Source: an optimization exercise on an open RTL-to-GDS flow (aim: small area, a short achievable clock period and few clock cycles per item). Production flows keep margins and buffers that such runs may drop. Function was not checked in any run shown here: the RTL went through the layout flow alone. Power and IR drop assume default switching activity.

$ cat design/flow/design.v
package psg_pkg;
    localparam int NUM_COEF_FIELDS = 8;
    localparam int COEF_W          = 8;
    localparam int THRESH_W        = 4;
    localparam int SHARE_CNT_W     = 5;
    localparam int VALUE_W         = 8;
    localparam int DEF_MAX_COEFS   = 8;
    localparam int DEF_MAX_SHARES  = 16;
endpackage
module psg_mulj #(
    parameter int J = 1
) (
    input  logic [7:0]  i_a,
    input  logic [8:0]  i_b,
    output logic [11:0] o_v
);
    assign o_v = 12'(J + 1) * 12'(i_a) + 12'(J) * 12'(i_b);
endmodule
module psg_fold (
    input  logic [11:0] i_v,
    output logic [7:0]  o_s
);
    logic [8:0] f;
    logic [9:0] t;
    always_comb begin
        f   = 9'(i_v[7:0]) + 9'(i_v[11:8]) + {3'b0, i_v[11:8], 2'b0};
        t   = 10'(f) + 10'd5;
        o_s = (t[9:8] != 2'b00) ? t[7:0] : f[7:0];
    end
endmodule
module psg_add2 (
    input  logic [7:0] i_a,
    input  logic [7:0] i_b,
    output logic [7:0] o_s
);
    logic [8:0] s;
    logic [8:0] t;
    always_comb begin
        s   = 9'(i_a) + 9'(i_b);
        t   = 9'(i_a) + 9'(i_b) + 9'd5;      
        o_s = t[8] ? t[7:0] : s[7:0];
    end
endmodule
module psg_red (
    input  logic [8:0] i_a,
    output logic [7:0] o_s
);
    logic [8:0] s1;
    logic [8:0] s2;
    always_comb begin
        s1 = i_a - 9'd251;
        s2 = i_a - 9'd502;
        if (i_a >= 9'd502)      o_s = s2[7:0];
        else if (i_a >= 9'd251) o_s = s1[7:0];
        else                    o_s = i_a[7:0];
    end
endmodule
module psg_seq (
    input  logic        i_clk,
    input  logic        i_rst_n,
    input  logic        i_valid,
    input  logic [63:0] i_item,
    input  logic [2:0]  i_deg,       
    input  logic [4:0]  i_n,
    input  logic        i_take,      
    output logic        o_ready,     
    output logic        o_done,      
    output logic [4:0]  o_n,
    output logic [8:0]  o_d0,
    output logic [7:1][7:0] o_d
);
    logic        r_ready;            
    logic        r_wait;             
    logic [63:0] r_c;                
    logic [2:0]  r_cdeg;
    logic [4:0]  r_cn;
    logic        r_busy;             
    logic        r_done;
    logic        r_ph;               
    logic [2:0]  r_steps;
    logic [4:0]  r_n;
    logic [8:0]  r_d0;
    logic [7:1][7:0]  r_d;
    logic [7:1][11:0] r_v;
    logic [7:1][11:0] n_v;
    logic [7:1][7:0]  n_d;
    logic [9:0]  s0;
    logic [8:0]  n_d0;
    logic        start;
    logic        upd;
    logic        last;
    assign o_ready = r_ready;
    assign o_done  = r_done;
    assign o_n     = r_n;
    assign o_d0    = r_d0;
    assign o_d     = r_d;
    psg_mulj #(.J(1)) u_mul1 (.i_a(r_d[1]), .i_b(r_d0), .o_v(n_v[1]));
    generate
        for (genvar j = 2; j < 7; j++) begin : g_mul
            psg_mulj #(.J(j)) u_mul (.i_a(r_d[j]), .i_b({1'b0, r_d[j-1]}), .o_v(n_v[j]));
        end
        for (genvar j = 1; j < 8; j++) begin : g_fold
            psg_fold u_fold (.i_v(r_v[j]), .o_s(n_d[j]));
        end
    endgenerate
    psg_mulj #(.J(7)) u_mul7 (.i_a(8'd0), .i_b({1'b0, r_d[6]}), .o_v(n_v[7]));
    assign s0   = 10'(r_d0) + 10'(r_c[63:56]);
    assign n_d0 = 9'(s0[7:0]) + 9'(s0[9:8]) + {5'b0, s0[9:8], 2'b0};
    assign start = r_wait && !r_busy && !r_done;
    assign upd   = r_busy && r_ph;
    assign last  = upd && (r_steps == 3'd1);
    always_ff @(posedge i_clk) begin
        if (!i_rst_n) begin
            r_ready <= 1'b1;
            r_wait  <= 1'b0;
            r_busy  <= 1'b0;
            r_done  <= 1'b0;
        end else begin
            if (r_ready) begin
                r_ready <= !i_valid;
                r_wait  <= i_valid;
            end else if (start) begin
                r_wait  <= 1'b0;
                r_ready <= (r_cdeg <= 3'd1);
            end else if (last) begin
                r_ready <= 1'b1;
            end
            if (start) begin
                r_busy <= (r_cdeg >= 3'd2);
                r_done <= (r_cdeg <= 3'd1);
            end else if (last) begin
                r_busy <= 1'b0;
                r_done <= 1'b1;
            end else if (i_take) begin
                r_done <= 1'b0;
            end
        end
    end
    always_ff @(posedge i_clk) begin
        if (r_ready) begin
            r_c    <= i_item;
            r_cdeg <= i_deg;
            r_cn   <= i_n;
        end else if (start) begin
            r_c    <= {r_c[47:0], 16'd0};
        end else if (upd) begin
            r_c    <= {r_c[55:0], 8'd0};
        end
    end
    always_ff @(posedge i_clk) begin
        if (start) begin
            r_ph    <= 1'b1;
            r_steps <= r_cdeg - 3'd1;
            r_n     <= r_cn;
            r_d0    <= (r_cdeg == 3'd0) ? {1'b0, r_c[63:56]} : 9'(r_c[63:56]) + 9'(r_c[55:48]);
            r_d     <= '0;
            r_d[1]  <= (r_cdeg == 3'd0) ? 8'd0 : r_c[63:56];
            r_v     <= '0;
            r_v[1]  <= 12'(r_c[63:56]) * 12'd3 + 12'(r_c[55:48]);
            r_v[2]  <= {3'b0, r_c[63:56], 1'b0};
        end else if (r_busy) begin
            r_ph <= !r_ph;
            if (r_ph) begin
                r_steps <= r_steps - 3'd1;
                r_d0    <= n_d0;
                r_d     <= n_d;
            end else begin
                r_v     <= n_v;
            end
        end
    end
endmodule
module polynomial_share_generator_mod251 (
    input  logic        i_clk,
    input  logic        i_rst_n,
    input  logic        i_cfg_we,
    input  logic [0:0]  i_cfg_idx,
    input  logic [4:0]  i_cfg_data,
    input  logic        i_valid,
    output logic        o_ready,
    input  logic [63:0] i_item,
    output logic        o_valid,
    input  logic        i_ready,
    output logic [13:0] o_item
);
    logic [3:0]  r_threshold;
    logic [4:0]  r_share_count;
    logic [2:0]  deg;
    logic [4:0]  cnt;
    logic        a_done;
    logic [4:0]  a_n;
    logic [8:0]  a_d0;
    logic [7:1][7:0] a_d;
    logic        load;
    always_ff @(posedge i_clk) begin
        if (!i_rst_n) begin
            r_threshold   <= 4'd2;
            r_share_count <= 5'd4;
        end else if (i_cfg_we) begin
            if (i_cfg_idx == 1'b0) begin
                r_threshold   <= i_cfg_data[3:0];
            end else begin
                r_share_count <= i_cfg_data;
            end
        end
    end
    always_comb begin
        if (r_threshold == 4'd0)     deg = 3'd0;
        else if (r_threshold > 4'd8) deg = 3'd7;
        else                         deg = 3'(r_threshold - 4'd1);
        if (r_share_count == 5'd0)       cnt = 5'd1;
        else if (r_share_count > 5'd16)  cnt = 5'd16;
        else                             cnt = r_share_count;
    end
    psg_seq u_seq (
        .i_clk    (i_clk),
        .i_rst_n  (i_rst_n),
        .i_valid  (i_valid),
        .i_item   (i_item),
        .i_deg    (deg),
        .i_n      (cnt),
        .i_take   (load),
        .o_ready  (o_ready),
        .o_done   (a_done),
        .o_n      (a_n),
        .o_d0     (a_d0),
        .o_d      (a_d)
    );
    logic        r_valid;
    logic        r_last;
    logic [4:0]  r_x;
    logic [4:0]  r_n;
    logic [7:0]  r_out;
    logic [7:1][7:0] r_r;
    logic [7:1][7:0] ld_r;
    logic [6:1][7:0] st_r;
    logic [7:0]  ld_out;
    logic [7:0]  st_out;
    logic        step;
    logic        sel_load;
    logic        en;
    assign sel_load = a_done && (!r_valid || r_last);
    assign load = sel_load && (!r_valid || i_ready);
    assign step = r_valid && i_ready && !r_last;
    assign en   = load || step;
    psg_red u_ld_out (.i_a(a_d0), .o_s(ld_out));
    psg_red u_ld_r1 (.i_a({1'b0, a_d[1]}), .o_s(ld_r[1]));
    assign ld_r[7:2] = a_d[7:2];
    psg_add2 u_out (.i_a(r_out), .i_b(r_r[1]), .o_s(st_out));
    generate
        for (genvar j = 1; j < 7; j++) begin : g_add
            psg_add2 u_add (.i_a(r_r[j]), .i_b(r_r[j+1]), .o_s(st_r[j]));
        end
    endgenerate
    always_ff @(posedge i_clk) begin
        if (!i_rst_n) begin
            r_valid <= 1'b0;
        end else if (load) begin
            r_valid <= 1'b1;
        end else if (i_ready) begin
            if (r_last) r_valid <= 1'b0;
        end
    end
    always_ff @(posedge i_clk) begin
        if (en) begin
            r_x    <= sel_load ? 5'd1 : r_x + 5'd1;
            r_n    <= sel_load ? a_n : r_n;
            r_last <= sel_load ? (a_n == 5'd1) : (r_x + 5'd1 == r_n);
            r_out  <= sel_load ? ld_out : st_out;
            r_r    <= sel_load ? ld_r : {r_r[7], st_r};
        end
    end
    assign o_valid = r_valid;
    assign o_item  = {r_x, r_out, r_last};
endmodule
$ cat design/flow/run.sh
#!/bin/bash
# synth_recipe.tcl (not shown) runs the flow's synth.tcl, then flattens the netlist and writes it again
# the make line also repeats each setting of config.mk as NAME=value (left out here)
make -C /OpenROAD-flow-scripts/flow DESIGN_CONFIG=/design/flow/config.mk WORK_HOME=/design/flow/orfs CLKGATE_MAP_FILE= SYNTH_SCRIPT=/design/flow/synth_recipe.tcl finish
$ cat design/flow/config.mk
export PLATFORM = sky130hd
export DESIGN_NAME = polynomial_share_generator_mod251
export DESIGN_NICKNAME = polynomial_share_generator_mod251
export VERILOG_FILES = /design/flow/design.v
export SDC_FILE = /design/flow/constraint.sdc
export NUM_CORES = 4
export LEC_CHECK = 0
export CAP_MARGIN = 20
export CORE_MARGIN = 2
export CORE_UTILIZATION = 40
export SLEW_MARGIN = 20
$ cat design/flow/constraint.sdc
create_clock -name core_clock -period 11.0 [get_ports {i_clk}]
set_input_delay 2.2000 -clock core_clock [delete_from_list [all_inputs] [get_ports {i_clk}]]
set_output_delay 2.2000 -clock core_clock [all_outputs]
set_load 0.01 [all_outputs]
==> impl_metrics.csv, run 1 <==
group,metric,value,unit
run,cap_violations,0,
critical_path,critPathBufInv,1,
floorplanning,rows,91,
drt,vias,20000,
critical_path,critPathKind,"flop to flop",
critical_path,required,11.30,ns
critical_path,path_depth,17,
clock_network,cts_sinks,312,
critical_path,cpMaxStageDelayCell,"edfxtp_1",
yosys,synth_flop_cell,"edfxtp_1",
cells_and_area,n_antenna_cell,0,
clock_network,cts_root_buffer,"clkbuf_16",
status,status,"complete, no violations",
sta,fin_skew,0.0318,ns
placement,gp_congestion,0.880,
yosys,ys_ff_latch,312,
floorplanning,pin_count,91,
clock_network,ctsHoldBuffers,0,
worst_hold_path,hold_path.class,"flop to flop",
sta,worst_slew_pin_slew,1.05,ns
cells_and_area,final_common_cell,"ha_1",
floorplanning,start_util,40.3,%
power_and_ir_drop,p_leak,11.5,nW
critical_path,path_cells,"ha_1 > inv_1 > fa_1 > nor2b_1 > o21ai_0 > a21oi_1 > o311a_1 > o21a_1 > nor2_1 > xnor2_1 > ha_1 > fa_1 > a21o_1 > a21oi_1 > nand3b_1 > xnor2_1 > a21oi_1",
sta,final-hold-violation-count,0,
critical_path,slowest_delay,0.48,ns
clock_network,numCtsBuffers,38,
cells_and_area,mostFrequentLayoutCells,"ha_1 (277), o21ai_0 (261), nand2_1 (240)",
cells_and_area,final_net_count,3179,
cells_and_area,n_fill_cell,5897,
sta,min_period,3.93,ns
worst_hold_path,whs_path_depth,0,
cells_and_area,fin_util,45.1,%
clock_network,clock_path_buffers,3,
placement,port_buffers,90,
drt,drt_wl_total,62500,um
yosys,synth_cell_types,91,
cells_and_area,area_delta_synth_final,11.9,%
power_and_ir_drop,ir_drop,0.0984,mV
critical_path,crit_path_end_kind,"flop",
critical_path,critPathMaxFanout,6,
drt,antenna_left,0,
critical_path,start_kind,"flop",
yosys,synth_edf_count,191,
sta,rsz0062_at_grt,"false",
yosys,synth-async-reset-ratio,0,%
yosys,syn_area_per_cell,9.10,um^2
yosys,netlist_area,24800,um^2
sta,drv_slew,0,
clock_network,clk_pin_slew_worst_paths,0.06,ns
yosys,synthesis.nets,3119,
global_route,grt_pass1_vias,19400,
clock_network,cts_tree,"done",
critical_path,worstRegToRegCells,17,
floorplanning,die_w,253,um
drt,routedWlPerCell,17.4,um
drt,drtPass1Iterations,5,
floorplanning,fp.dieArea,63900,um^2
global_route,grt_max_degree,125,
critical_path,crit_family,"adder cells",
placement,hpwl,46400,um
power_and_ir_drop,power_density,176,nW/um^2
sta,period_share,35.7,%
critical_path,cp_common_cell,"a21oi_1",
yosys,synthCells,2721,
sta,slew_headroom,30.3,%
sta,tns,0,ns
global_route,grt_pass1_wl,101000,um
global_route,grt_antenna_before_repair,1,
clock_network,htree_levels,2,
yosys,ys_warn_count,5,
global_route,grt-ovfl-total,0,
yosys,seq_area_frac_synth,33.0,%
clock_network,cts_resized,0,
critical_path,cp.arrival,4.22,ns
cells_and_area,drive_gt1_share,4.52,%
clock_network,cts_setup_buffers,0,
drt,via_per_inst,5.57,
sta,finalSetupViolations,0,
clock_network,clk_latency,0.57,ns
drt,drc,0,
floorplanning,core_area,61500,um^2
floorplanning,die_h,253,um
sta,fmax,255,MHz
drt,drt-initial-drc-count,1309,
global_route,grt.total_usage,19.5,%
==> cell type report <==
cell class                 instances  area, um^2  area share, %
multi-input combinational       2160       15700           56.6
sequential                       312        8160           29.5
timing repair buffer             106        1040           3.76
clock buffer                      51        1020           3.68
tap                              790         988           3.57
inverter                         163         614           2.22
clock inverter                    19         194          0.700
==> report_power, final <==
group / switching, mW / total [mW] / internal [mW]
Clock: 0.519 / 1.25 / 0.727
Sequential: 0.174 / 1.63 / 1.46
Combinational: 1.14 / 2.00 / 0.861
==> layer usage <==
metal	track usage, %	part of all wire [%]	up-vias
met4	4.23	1.7	2
met1	28.2	49	9456
li1	-	-	10100
met2	30.6	43	466
met3	3.10	5.6	69
met5	0	0.019	-
==> cells by family (layout without fill, tap and decap cells) <==
logic type,after synthesis,count (layout),share of synthesized area [%]
buf+inv,249,339,3.80
compound gates,811,811,20.7
fa+ha+maj,324,324,17.8
flops,312,312,33.0
xor+xnor,205,205,7.28
mux,74,74,3.00
simple gates,746,746,14.5
==> per-stage QoR <==
step	total power, mW	std cells	worst slack [ns]	hold WS [ns]	cell area (um^2)
5_1_grt	5.22	3601	6.71	0.422	27700
6_report	4.88	3601	7.07	0.418	27700
4_1_cts	4.89	3600	7.13	0.421	27700
2_1_floorplan	3.12	2721	5.25	0.400	24800
3_3_place_gp	3.56	3530	6.81	0.404	26500
3_5_place_dp	3.62	3530	7.00	0.407	26500
==> cell usage after synthesis (9+ instances only) <==
library cell	number	area (um^2)
o211ai_1	16	120
or2_2	13	81.3
o21ai_0	261	1310
dfxtp_1	121	2420
and2_1	22	138
nor2_1	159	597
o31ai_1	15	113
nand2_1	243	912
o21bai_1	31	233
a31oi_1	17	106
nand2b_1	23	144
o22ai_1	19	119
edfxtp_1	191	5740
xnor2_1	124	1090
nand3_1	100	500
nor3_1	58	290
fa_1	46	921
inv_1	163	612
clkbuf_1	77	289
a21o_1	62	465
a211o_1	10	87.6
and3_1	13	81.3
a21oi_1	186	931
mux2i_1	72	721
a211oi_1	27	203
a21boi_0	16	120
nor3b_1	14	105
xor2_1	80	701
nand3b_1	9	67.6
a22o_1	9	78.8
ha_1	277	3470
o2111ai_1	10	87.6
o21a_1	33	248
nor2b_1	44	275
o21ai_1	12	60.1
==> final timing paths <==
path | start | end | slack (ns)
max | u_seq.r_c[56]$_DFFE_PP_ | u_seq.r_d0[6]$_DFFE_PP_ | 7.07
min | u_seq.r_cn[0]$_SDFFCE_PN1P_ | u_seq.r_n[0]$_DFFE_PP_ | 0.42
max reg2reg | u_seq.r_c[56]$_DFFE_PP_ | u_seq.r_d0[6]$_DFFE_PP_ | 7.07
min reg2reg | u_seq.r_cn[0]$_SDFFCE_PN1P_ | u_seq.r_n[0]$_DFFE_PP_ | 0.42
==> sequential cells by signal (all words and copies together) (netlist names), 3 cells and up <==
register	count
r_n	5
r_out	8
r_r	56
r_share_count	5
r_threshold	4
r_x	5
u_seq.r_c	64
u_seq.r_cdeg	3
u_seq.r_cn	5
u_seq.r_d	56
u_seq.r_d0	9
u_seq.r_n	5
u_seq.r_steps	3
u_seq.r_v	77
==> run 2, diff against run 1 <==
==> design/flow/flow/run.sh (new file) <==
#!/bin/bash
# Standard layout, with timing repair asked to leave 7.5 ns of setup slack at the design's
# clock period (the standard flow stops repairing once the design meets the period).
set -euo pipefail
bash standard.sh SETUP_SLACK_MARGIN=7.5 finish > flow_standard.log 2>&1
==> design/flow/standard.sh (new file) <==
#!/bin/bash
# synth_recipe.tcl (not shown) runs the flow's synth.tcl, then flattens the netlist and writes it again
# the make line also repeats each setting of config.mk as NAME=value (left out here)
make -C /OpenROAD-flow-scripts/flow DESIGN_CONFIG=/design/flow/config.mk WORK_HOME=/design/flow/orfs CLKGATE_MAP_FILE= SYNTH_SCRIPT=/design/flow/synth_recipe.tcl "${@:-finish}"
removed: design/flow/run.sh
==> run 2 against run 1 <==
Die area unchanged. Hold slack lost 0.0061 ns. Global-route usage shrank 0.066 points. Fmax is 9.8% higher. Synthesized cell count is the same. Critical endpoint unchanged. Largest power group unchanged. Highest routed layer is now met4.
==> impl_metrics.csv, run 2 <==
group,metric,value,unit
cells_and_area,fin_util,46.4,%
yosys,synthTopCellsByArea,"edfxtp_1 (23%), ha_1 (14%), dfxtp_1 (9.8%)",
yosys,synth_common_cells,"ha_1 (277), o21ai_0 (261), nand2_1 (243)",
drt,drc,0,
global_route,grt_pass1_vias,19600,
yosys,ys_warn_count,5,
floorplanning,die_w,253,um
critical_path,r2r_slack,7.43,ns
sta,worst_slew_pin_slew,1.03,ns
cells_and_area,largest_reg_flops,77,
yosys,synth_flop_cell,"edfxtp_1",
global_route,grt_antenna_before_repair,1,
clock_network,numCtsBuffers,38,
cells_and_area,drive_gt1_share,9.35,%
drt,routedWlPerCell,17.3,um
yosys,ys_ff_latch,312,
clock_network,clock_path_buffers,3,
cells_and_area,regMostFlops,"u_seq.r_v",
critical_path,critPathKind,"flop to flop",
sta,tns,0,ns
floorplanning,start_util,40.3,%
sta,fin_skew,0.0286,ns
critical_path,critPathMaxFanout,4,
power_and_ir_drop,p_leak,11.9,nW
yosys,synth_largest_area_cell,"edfxtp_1",
yosys,synthesis.nets,3119,
floorplanning,die_h,253,um
global_route,grt.total_usage,19.5,%
clock_network,clk_pin_slew_worst_paths,0.06,ns
sta,rsz0062_at_grt,"true",
sta,period_share,32.5,%
critical_path,crit_path_end_kind,"flop",
power_and_ir_drop,power_density,179,nW/um^2
drt,via_per_inst,5.53,
clock_network,cts_tree,"done",
cells_and_area,mostFrequentLayoutCells,"ha_1 (270), o21ai_0 (249), nand2_1 (240)",
sta,setup_ws,7.43,ns
sta,min_period,3.57,ns
yosys,netlist_area,24800,um^2
power_and_ir_drop,ir_drop,0.111,mV
global_route,grt_pass1_wl,101000,um
clock_network,clk_latency,0.56,ns
placement,hpwl,46000,um
floorplanning,rows,91,
sta,final-hold-violation-count,0,
floorplanning,fp.dieArea,63900,um^2
drt,drt-initial-drc-count,1340,
clock_network,cts_sinks,312,
yosys,synthCells,2721,
floorplanning,core_area,61500,um^2
floorplanning,pin_count,91,
placement,pre_cts_ws,6.96,ns
global_route,grt-ovfl-total,0,
yosys,synth-async-reset-ratio,0,%
placement,gp_congestion,0.858,
worst_hold_path,hold_path.class,"flop to flop",
yosys,synth_cell_types,91,
drt,drt_wl_total,62800,um
run,cap_violations,0,
drt,drtPass1Iterations,5,
clock_network,cts_root_buffer,"clkbuf_16",
placement,port_buffers,90,
cells_and_area,final_common_cell,"ha_1",
drt,vias,20100,
yosys,synth_top_area_share,23.2,%
cells_and_area,n_antenna_cell,0,
status,status,"complete, no violations",
sta,finalSetupViolations,0,
sta,drv_slew,0,
cells_and_area,n_fill_cell,5807,
global_route,grt_max_degree,121,
drt,antenna_left,0,
cells_and_area,area_delta_synth_final,15.3,%
sta,hold_slack,0.412,ns
yosys,seq_area_frac_synth,33.0,%
yosys,syn_area_per_cell,9.10,um^2
critical_path,start_kind,"flop",
cells_and_area,top_regs,"u_seq.r_v (77), u_seq.r_c (64)",
sta,slew_headroom,31.4,%
yosys,synth_edf_count,191,
clock_network,htree_levels,2,
critical_path,cp.arrival,3.83,ns
cells_and_area,final_net_count,3215,
sta,fmax,280,MHz
critical_path,required,11.26,ns
yosys,synth.most_common_cell,"ha_1",
run 2: cell count changes in the layout (fill, tap and decap cells not counted), moves of 11 or more:
cell and change:
dfxtp_1 -11, a21oi_2 +18, o21ai_0 -12, a21oi_1 -19
buf_4 +34, o21ai_1 +11, clkdlybuf4s50_1 -16
run 2: kinds of logic after synthesis:
family / count (synthesis) / synth area share, %
xor gates and xnor gates: 205 / 7.28
adders and majority gates: 324 / 17.8
muxes: 74 / 3.00
AOI/OAI and AO/OA: 811 / 20.7
buffers and inverters: 249 / 3.80
and+or+nand+nor: 746 / 14.5
DFF: 312 / 33.0
run 2: cell type report:
cell class / count / area (um^2) / area share (%)
multi-input combinational: 2160 / 16200 / 56.6
sequential: 312 / 8180 / 28.7
timing repair buffer: 142 / 1270 / 4.45
clock buffer: 55 / 1190 / 4.19
tap: 790 / 988 / 3.46
inverter: 163 / 614 / 2.15
clock inverter: 13 / 125 / 0.438
run 2: power breakdown:
| group | internal [mW] | total, mW | switching (mW) | leakage [nW] |
|---|---|---|---|---|
| clock | 0.803 | 1.32 | 0.516 | 0.658 |
| sequential | 1.46 | 1.62 | 0.164 | 2.84 |
| combinational | 0.957 | 2.18 | 1.22 | 8.37 |
| total | 3.22 | 5.12 | 1.90 | 11.9 |
run 2: layer usage:
| metal | part of all wire, % | global-route usage, % | vias to the layer above | wire [um] |
|---|---|---|---|---|
| met4 | 2.1 | 5.04 | 0 | 1300 |
| li1 | - | - | 10100 | - |
| met5 | 0 | 0 | - | 0 |
| met1 | 48 | 27.6 | 9466 | 30400 |
| met3 | 4.7 | 2.54 | 90 | 2960 |
| met2 | 45 | 31.2 | 427 | 28200 |
run 2: worst max-delay path, cell delays in order (launching register included):
cell	delay (ns)
edfxtp_1	0.44
ha_1	0.36
nor2b_1	0.15
o21ai_1	0.18
a21oi_2	0.10
o311a_1	0.35
o21a_1	0.18
nor2_2	0.12
xnor2_2	0.09
ha_2	0.22
fa_2	0.36
a21o_1	0.18
a21oi_2	0.17
nand3b_1	0.17
xnor2_1	0.13
a21oi_1	0.08
run 2: timing repair:
item,in CTS,in global routing
hold buffers,0,0
setup buffers,15,24
resized for setup,46,109
pin swaps,3,38
endpoints found under the setup margin,31,132
run 2: through the flow:
step                      total power [mW]  area (um^2)  instances
final                                 5.12        28500       3635
after global routing                  5.46        28500       3635
after CTS                             4.99        27900       3611
after detailed placement              3.62        26400       3528
after floorplan                       3.12        24800       2721
after global placement                3.56        26400       3528
run 2: final timing paths:
| path | from | endpoint | depth (start not counted) |
|---|---|---|---|
| worst max-delay path | u_seq.r_c[58]$_DFFE_PP_ | u_seq.r_d0[6]$_DFFE_PP_ | 15 |
| worst min-delay path | u_seq.r_cn[2]$_SDFFCE_PP0P_ | u_seq.r_n[2]$_DFFE_PP_ | 0 |
| worst max register to register | u_seq.r_c[58]$_DFFE_PP_ | u_seq.r_d0[6]$_DFFE_PP_ | 15 |
| worst min register to register | u_seq.r_cn[2]$_SDFFCE_PP0P_ | u_seq.r_n[2]$_DFFE_PP_ | 0 |
==> run 3, diff against run 2 <==
==> design/flow/flow/run.sh (replaced) <==
#!/bin/bash
# Standard layout, with timing repair asked to leave 8.5 ns of setup slack at the design's
# clock period (the standard flow stops repairing once the design meets the period).
set -euo pipefail
bash standard.sh SETUP_SLACK_MARGIN=8.5 finish > flow_standard.log 2>&1
==> run 3 against run 2 <==
Critical path type unchanged. Critical endpoint unchanged. Combinational power grew 44%. Via count grew 9.1%. Setup slack gained 0.097 ns. Synthesized area is the same. Sequential power is essentially flat.
==> impl_metrics.csv, run 3 <==
group,metric,value,unit
critical_path,start_kind,"flop",
drt,drtPass1Iterations,5,
power_and_ir_drop,ir_drop,0.110,mV
yosys,ys_ff_latch,312,
global_route,grt-ovfl-total,0,
cells_and_area,final_common_cell,"buf_4",
yosys,synthTopCellsByArea,"edfxtp_1 (23%), ha_1 (14%), dfxtp_1 (9.8%)",
critical_path,slowest_delay,0.44,ns
yosys,synth_common_cells,"ha_1 (277), o21ai_0 (261), nand2_1 (243)",
critical_path,critPathKind,"flop to flop",
sta,fin_skew,0.0372,ns
clock_network,ctsHoldBuffers,0,
global_route,grt.total_usage,22.1,%
sta,period_share,31.6,%
critical_path,cp.arrival,3.77,ns
yosys,synth-async-reset-ratio,0,%
cells_and_area,n_antenna_cell,0,
clock_network,clk_latency,0.58,ns
global_route,grt_max_degree,92,
cells_and_area,drive_gt1_share,36.0,%
clock_network,cts_root_buffer,"clkbuf_16",
yosys,synth_flop_cell,"edfxtp_1",
critical_path,critPathMaxFanout,3,
placement,hpwl,47400,um
drt,antenna_left,0,
cells_and_area,fin_util,57.4,%
drt,routedWlPerCell,18.8,um
cells_and_area,top_regs,"u_seq.r_v (77), u_seq.r_c (64)",
status,status,"complete, no violations",
critical_path,required,11.29,ns
global_route,grt_pass1_wl,114000,um
cells_and_area,area_delta_synth_final,42.5,%
cells_and_area,largest_reg_flops,77,
floorplanning,die_h,253,um
sta,worst_slew_pin_slew,0.931,ns
yosys,synthesis.nets,3119,
placement,gp_congestion,0.866,
global_route,grt_pass1_vias,21700,
cells_and_area,fin_area,35300,um^2
clock_network,htree_levels,2,
sta,slew_headroom,37.9,%
yosys,synth_top_area_share,23.2,%
drt,drc,0,
drt,vias,21900,
global_route,grt_antenna_before_repair,1,
yosys,synth.most_common_cell,"ha_1",
placement,place_area,28200,um^2
yosys,netlist_area,24800,um^2
clock_network,numCtsBuffers,39,
yosys,synth_cell_types,91,
sta,min_period,3.48,ns
placement,port_buffers,90,
power_and_ir_drop,p_leak,14.4,nW
drt,drt-initial-drc-count,1356,
yosys,synth_edf_count,191,
power_and_ir_drop,power_density,173,nW/um^2
critical_path,cpMaxStageDelayCell,"edfxtp_1",
floorplanning,core_area,61500,um^2
cells_and_area,regMostFlops,"u_seq.r_v",
clock_network,clk_pin_slew_worst_paths,0.06,ns
critical_path,crit_path_end_kind,"flop",
floorplanning,die_w,253,um
clock_network,clock_path_buffers,3,
floorplanning,start_util,40.3,%
yosys,seq_area_frac_synth,33.0,%
sta,drv_slew,0,
floorplanning,pin_count,91,
clock_network,cts_sinks,312,
yosys,syn_area_per_cell,9.10,um^2
yosys,synthCells,2721,
worst_hold_path,hold_path.class,"flop to flop",
floorplanning,fp.dieArea,63900,um^2
cells_and_area,final_net_count,3506,
cells_and_area,mostFrequentLayoutCells,"buf_4 (218), ha_1 (201), edfxtp_1 (191)",
drt,drt_wl_total,73700,um
drt,via_per_inst,5.58,
sta,final-hold-violation-count,0,
sta,rsz0062_at_grt,"true",
sta,fmax,288,MHz
sta,tns,0,ns
floorplanning,rows,91,
sta,finalSetupViolations,0,
yosys,ys_warn_count,5,
run,cap_violations,0,
critical_path,path_cells,"ha_2 > inv_2 > fa_2 > nor2b_2 > o21ai_2 > a21oi_2 > o311a_1 > o21a_1 > nor2_2 > xnor2_2 > ha_2 > fa_2 > a21o_1 > a21oi_2 > nand3b_1 > xnor2_1 > a21oi_1",
clock_network,cts_tree,"done",
yosys,synth_largest_area_cell,"edfxtp_1",
cells_and_area,n_fill_cell,5089,
-- run 3: cell counts after synthesis --
No cell type changed its count.
-- run 3: per-layer routing --
metal,wire [um],GRT usage (%),vias to the layer above
met3,3590,3.35,131
met4,1970,5.95,0
met5,0,0,-
met2,34600,36.0,486
li1,-,-,10700
met1,33500,30.4,10600
-- run 3: cell type report --
class                      count  area (um^2)  share of cell area (%)
clock inverter                22          179                   0.507
sequential                   312         8240                    23.4
multi-input combinational   2163        20100                    56.9
timing repair buffer         429         4040                    11.5
inverter                     163          632                    1.79
clock buffer                  50         1130                    3.21
tap                          790          988                    2.80
-- run 3: final timing paths --
kind	from	endpoint	slack, ns	depth (start not counted)
worst max-delay path	u_seq.r_c[56]$_DFFE_PP_	u_seq.r_d0[6]$_DFFE_PP_	7.52	17
worst min-delay path	u_seq.r_cn[2]$_SDFFCE_PP0P_	u_seq.r_n[2]$_DFFE_PP_	0.42	0
worst max register to register	u_seq.r_c[56]$_DFFE_PP_	u_seq.r_d0[6]$_DFFE_PP_	7.52	17
worst min register to register	u_seq.r_cn[2]$_SDFFCE_PP0P_	u_seq.r_n[2]$_DFFE_PP_	0.42	0
-- run 3: logic make-up (layout without fill, tap and decap cells) --
group | after synthesis | after routing | share of synthesized area, %
compound gates | 811 | 811 | 20.7
xor+xnor | 205 | 205 | 7.28
fa+ha+maj | 324 | 324 | 17.8
buf+inv | 249 | 664 | 3.80
flops | 312 | 312 | 33.0
mux | 74 | 74 | 3.00
simple gates | 746 | 749 | 14.5
-- run 3: where the power goes --
| group | switching [mW] | total (mW) | internal (mW) |
|---|---|---|---|
| combinational | 1.61 | 3.13 | 1.51 |
| sequential | 0.175 | 1.63 | 1.46 |
| clock | 0.545 | 1.33 | 0.780 |
| total | 2.33 | 6.09 | 3.75 |
-- run 3: worst max-delay path: cells and delay by family, from the launching register on --
family | cells | cell delay [ns]
compound gates | 7 | 1.19
fa+ha+maj | 4 | 0.96
flops | 1 | 0.44
simple gates | 3 | 0.32
xor+xnor | 2 | 0.22
buf+inv | 1 | 0.05
-- run 3: metrics by stage --
stage | instances | power, mW | hold WS, ns | setup WS [ns]
2_1_floorplan | 2721 | 3.32 | 0.400 | 7.33
6_report | 3929 | 6.09 | 0.422 | 7.52
3_5_place_dp | 3530 | 3.85 | 0.407 | 6.89
3_3_place_gp | 3530 | 3.79 | 0.409 | 6.93
5_1_grt | 3929 | 6.44 | 0.438 | 7.32
4_1_cts | 3831 | 5.72 | 0.421 | 7.55
-- run 3: what timing repair did --
| item | 4_1_cts | 5_1_grt |
|---|---|---|
| setup endpoints to repair | 396 | 325 |
| setup buffers | 222 | 95 |
| pin swaps | 290 | 273 |
| gates resized for setup | 458 | 295 |
| gates cloned | 7 | 3 |

## static timing again, ports no longer ideal
The flow's constraints put no driver on any port. The routed layouts listed below were extracted and timed again, unchanged, in two steps. Step 1 (the two cells are an assumption about what drives the block):
set clk [get_ports {i_clk}]
set_driving_cell -lib_cell sky130_fd_sc_hd__clkbuf_16 $clk
set_driving_cell -lib_cell sky130_fd_sc_hd__buf_2 [delete_from_list [all_inputs] $clk]
Step 2 moves the port delays by t, midway between the first and last clock arrival at a register: inputs arrive t later, outputs are due t later. That takes back most of the time a late clock gives input paths. Slacks: ideal / step 1 / step 2; pairs: ideal / step 1.
| run | t, ns | setup slack, ns | latest minus earliest clock arrival (ns) | slew at the worst register clock pin (ns) |
|---|---|---|---|---|
| run 1 | 0.615 | 7.075 / 7.075 / 6.933 | 0.033 / 0.033 | 0.06 / 0.06 |
| run 2 | 0.601 | 7.425 / 7.425 / 7.121 | 0.032 / 0.031 | 0.06 / 0.06 |
| run 3 | 0.619 | 7.523 / 7.514 / 7.523 | 0.038 / 0.038 | 0.06 / 0.06 |
After both steps every run listed still meets setup and hold. The setup slack of run 2, which loses most, moves by 0.000 ns with the drivers and by -0.304 ns with both steps.
